Background: an optimization exercise with open tools, aiming at small area and a short achievable clock period. Do not read the settings as production practice.
Where RTL was checked, it was by simulation tests only, not by an equivalence proof against the original.
Power and IR drop assume default switching activity.

== 09-25 ==
Design tdisto_accum, start of the top module:
module tdisto_accum (
  input  logic        clk,
  input  logic        rst_n,
  input  logic        start,
  input  logic [15:0] tlambda,
  input  logic [31:0] sum_a,
  input  logic        done_a,
  input  logic [31:0] sum_b,
  input  logic        done_b,
  output logic        busy,
  output logic [31:0] disto,
  output logic        disto_valid,
  output logic        err
);
Size: ~210 flip-flops, roughly 120 I/O pins.
clock: 7.0 ns
lec_check: 0
cap_margin: 20
core_margin: 2
core_utilization: 60
setup_slack_margin: 2.5
slew_margin: 20
standard.sh (not shown) runs the stock make flow with config.mk's settings and CLKGATE_MAP_FILE= SYNTH_SCRIPT=/design/flow/synth_recipe.tcl, a recipe that flattens the netlist after the stock synthesis.
==> flow/flow/run.sh <==
#!/bin/bash
# The standard layout, with plain buffers on the ports instead of the
# delay-cell buffers that buffer_ports picks by default.
set -euo pipefail
export BUFFER_PORTS_ARGS="-buffer_cell sky130_fd_sc_hd__buf_1"
bash standard.sh finish > standard_flow.log 2>&1
Input changes introduced in 05-12 (baseline for comparison: 09-25):
diff --git a/flow/design.v b/flow/design.v
--- a/flow/design.v
+++ b/flow/design.v
@@ -20,40 +20,41 @@
     booth[0] = b[1] ^ b[0];
     booth[1] = (b[2] & ~b[1] & ~b[0]) | (~b[2] & b[1] & b[0]);
     booth[2] = b[2] & ~(b[1] & b[0]);
   endfunction
   logic [1:0]  state_q;
   logic        pend_a_q, pend_b_q;
-  logic        vld_q;
   logic [4:0]  cnt_q;
   logic        busy_q, disto_valid_q, err_q;
   logic [31:0] disto_q;
   logic [15:0] tl_q;
   logic [2:0]  neg_q, two_q, one_q;
   logic [2:0]  negn_q, twon_q, onen_q;
-  logic [31:0] hold_q;
+  logic [31:0] v_q;
   logic [30:0] acc_q;
-  logic [31:0] r_q;
   logic [3:0]  l_q;
   logic in_acc, in_mul, in_out;
   assign in_acc = (state_q == S_ACC);
   assign in_mul = (state_q == S_MUL);
   assign in_out = (state_q == S_OUT);
   logic consume;
   assign consume = in_acc & pend_a_q & pend_b_q;
-  logic        a_wait, b_wait, a_next;
+  logic        a_wait, b_wait, a_next, b_next;
   logic [31:0] a_op, b_op;
   logic [32:0] diff;
   logic [27:0] dq;
   logic        zq;
   assign a_wait = pend_a_q & ~pend_b_q;
   assign b_wait = pend_b_q & ~pend_a_q;
-  assign a_op   = a_wait ? hold_q : sum_a;
-  assign b_op   = b_wait ? hold_q : sum_b;
+  assign a_op   = a_wait ? v_q : sum_a;
+  assign b_op   = b_wait ? v_q : sum_b;
   assign diff   = {a_op[31], a_op} - {b_op[31], b_op};
   assign a_next = done_a | a_wait;
+  assign b_next = done_b | b_wait;
+  assign dq     = v_q[27:0];
+  assign zq     = v_q[28];
   logic        dneg;
   logic [27:0] mag_x;
   logic        mag_c;
   assign dneg  = dq[27];
   assign mag_x = dq ^ {28{dneg}};
   assign mag_c = dneg & zq;
@@ -76,13 +77,13 @@
   assign d1_s3 = booth(tl_q[15:13]);
   assign d2_s3 = booth({2'b00, tl_q[15]});
   logic [14:0] k_add;
   assign k_add = {d1_s3[2], 1'b0, d0_s3[2], 1'b0, d2_s2[2], 1'b0, d1_s2[2], 1'b1,
                   d0_s2[2], 1'b0, neg_q[2], 1'b0, neg_q[1], 1'b0, neg_q[0]};
   logic [32:0] addend;
-  assign addend = in_acc ? {18'd0, k_add} : {r_q[31], r_q};
+  assign addend = in_acc ? {18'd0, k_add} : {v_q[31], v_q};
   logic [31:0] ax, ax2, pp0, pp1, pp2;
   assign ax  = {1'b0, acc_q};
   assign ax2 = {ax[30:0], 1'b0};
   assign pp0[15:0]  = (({16{one_q[0]}} & ax[15:0]) | ({16{two_q[0]}} & ax2[15:0])) ^ {16{neg_q[0]}};
   assign pp1[15:0]  = (({16{one_q[1]}} & ax[15:0]) | ({16{two_q[1]}} & ax2[15:0])) ^ {16{neg_q[1]}};
   assign pp2[15:0]  = (({16{one_q[2]}} & ax[15:0]) | ({16{two_q[2]}} & ax2[15:0])) ^ {16{neg_q[2]}};
@@ -294,13 +295,13 @@
   assign nz0 = (hx != {hs[5:0] | hc[5:0], 1'b0});
   assign nz1 = ~&hx;
   assign sat = c28 ? nz1 : nz0;
   logic [31:0] disto_res;
   assign disto_res = {x[27:0], l_q} | {32{sat}};
   logic acc_done;
-  assign acc_done = in_acc & vld_q & cnt_q[4];
+  assign acc_done = in_acc & cnt_q[4];
   logic [2:0] dig0_d, dig1_d, dig2_d;
   always_comb begin
     if (start) begin
       dig0_d = d0_s1;  dig1_d = d1_s1;  dig2_d = d2_s1;
     end else if (acc_done) begin
       dig0_d = d0_s2;  dig1_d = d1_s2;  dig2_d = d2_s2;
@@ -312,21 +313,19 @@
   end
   always_ff @(posedge clk) begin
     if (!rst_n) begin
       state_q       <= S_IDLE;
       pend_a_q      <= 1'b0;
       pend_b_q      <= 1'b0;
-      vld_q         <= 1'b0;
       busy_q        <= 1'b0;
       disto_valid_q <= 1'b0;
       err_q         <= 1'b0;
       disto_q       <= 32'd0;
     end else begin
       busy_q        <= start | (state_q != S_IDLE);
       disto_valid_q <= ~start & in_out;
-      vld_q         <= ~start & consume;
       if (start) begin
         state_q  <= S_ACC;
         pend_a_q <= 1'b0;
         pend_b_q <= 1'b0;
         err_q    <= 1'b0;
       end else begin
@@ -353,23 +352,23 @@
     {neg_q[0], two_q[0], one_q[0]} <= dig0_d;
     {neg_q[1], two_q[1], one_q[1]} <= dig1_d;
     {neg_q[2], two_q[2], one_q[2]} <= dig2_d;
     {negn_q[0], twon_q[0], onen_q[0]} <= ~dig0_d;
     {negn_q[1], twon_q[1], onen_q[1]} <= ~dig1_d;
     {negn_q[2], twon_q[2], onen_q[2]} <= ~dig2_d;
-    hold_q <= a_next ? a_op : b_op;
-    dq   <= diff[32:5];
-    zq   <= ~|diff[4:0];
+    if (cnt_q[4])            v_q <= x[37:6];
+    else if (a_next & b_next) v_q <= {3'd0, ~|diff[4:0], diff[32:5]};
+    else if (a_next)         v_q <= a_op;
+    else                     v_q <= b_op;
     if (start) begin
       acc_q <= 31'd0;
       cnt_q <= 5'd0;
     end else if (consume & ~cnt_q[4]) begin
       acc_q <= acc_sum;
       cnt_q <= cnt_q + 5'd1;
     end
-    r_q <= x[37:6];
     l_q <= x[5:2];
   end
   assign busy        = busy_q;
   assign disto       = disto_q;
   assign disto_valid = disto_valid_q;
   assign err         = err_q;
Results
- 05-12 finished every step from synthesis to the final layout, and the layout passed the timing, DRC and antenna checks.
- Relative to 09-25, the final cell area reported for 05-12 is lower.
- Between 05-12 and 09-25, it is 05-12 whose number of flip-flops and latches is lower, by 62.
- Comparing 05-12 and 09-25, the lower total combinational power is on 05-12.
- In the metrics for 05-12 and 09-25, the one carrying the higher proportion of synthesized area in mux cells is 05-12.
- Register-to-register setup slack (05-12 over 09-25): increase, 0.04 ns
- 05-12 vs 09-25 — horizontal extent of the die dropped by a few percent
- Between 05-12 and 09-25, the sequential share of layout area is lower for 05-12.
For 05-12, only the layout was checked, not whether the RTL still works.

afterwards: timing with drivers on the ports:
Ports are ideal in the flow. The routed layouts listed here were re-timed in OpenROAD.
Step 1 assumes that a clkbuf_16 drives the clock port and a buf_2 every other input.
Step 2 also shifts input and output timing later by t, the mid clock arrival at the registers, as if the neighbouring blocks saw the same clock.
Three values: no drivers, after step 1, after step 2; two values: the first two.
run | t, ns | setup WS [ns] | latest minus earliest clock arrival (ns)
09-25 | 0.586 | 2.545 / 2.545 / 2.362 | 0.015 / 0.014
05-12 | 0.486 | 2.589 / 2.589 / 2.525 | 0.016 / 0.016
After both steps every run listed still meets setup and hold. The setup slack of 09-25, which loses most, moves by 0.000 ns with the drivers and by -0.183 ns with both steps.
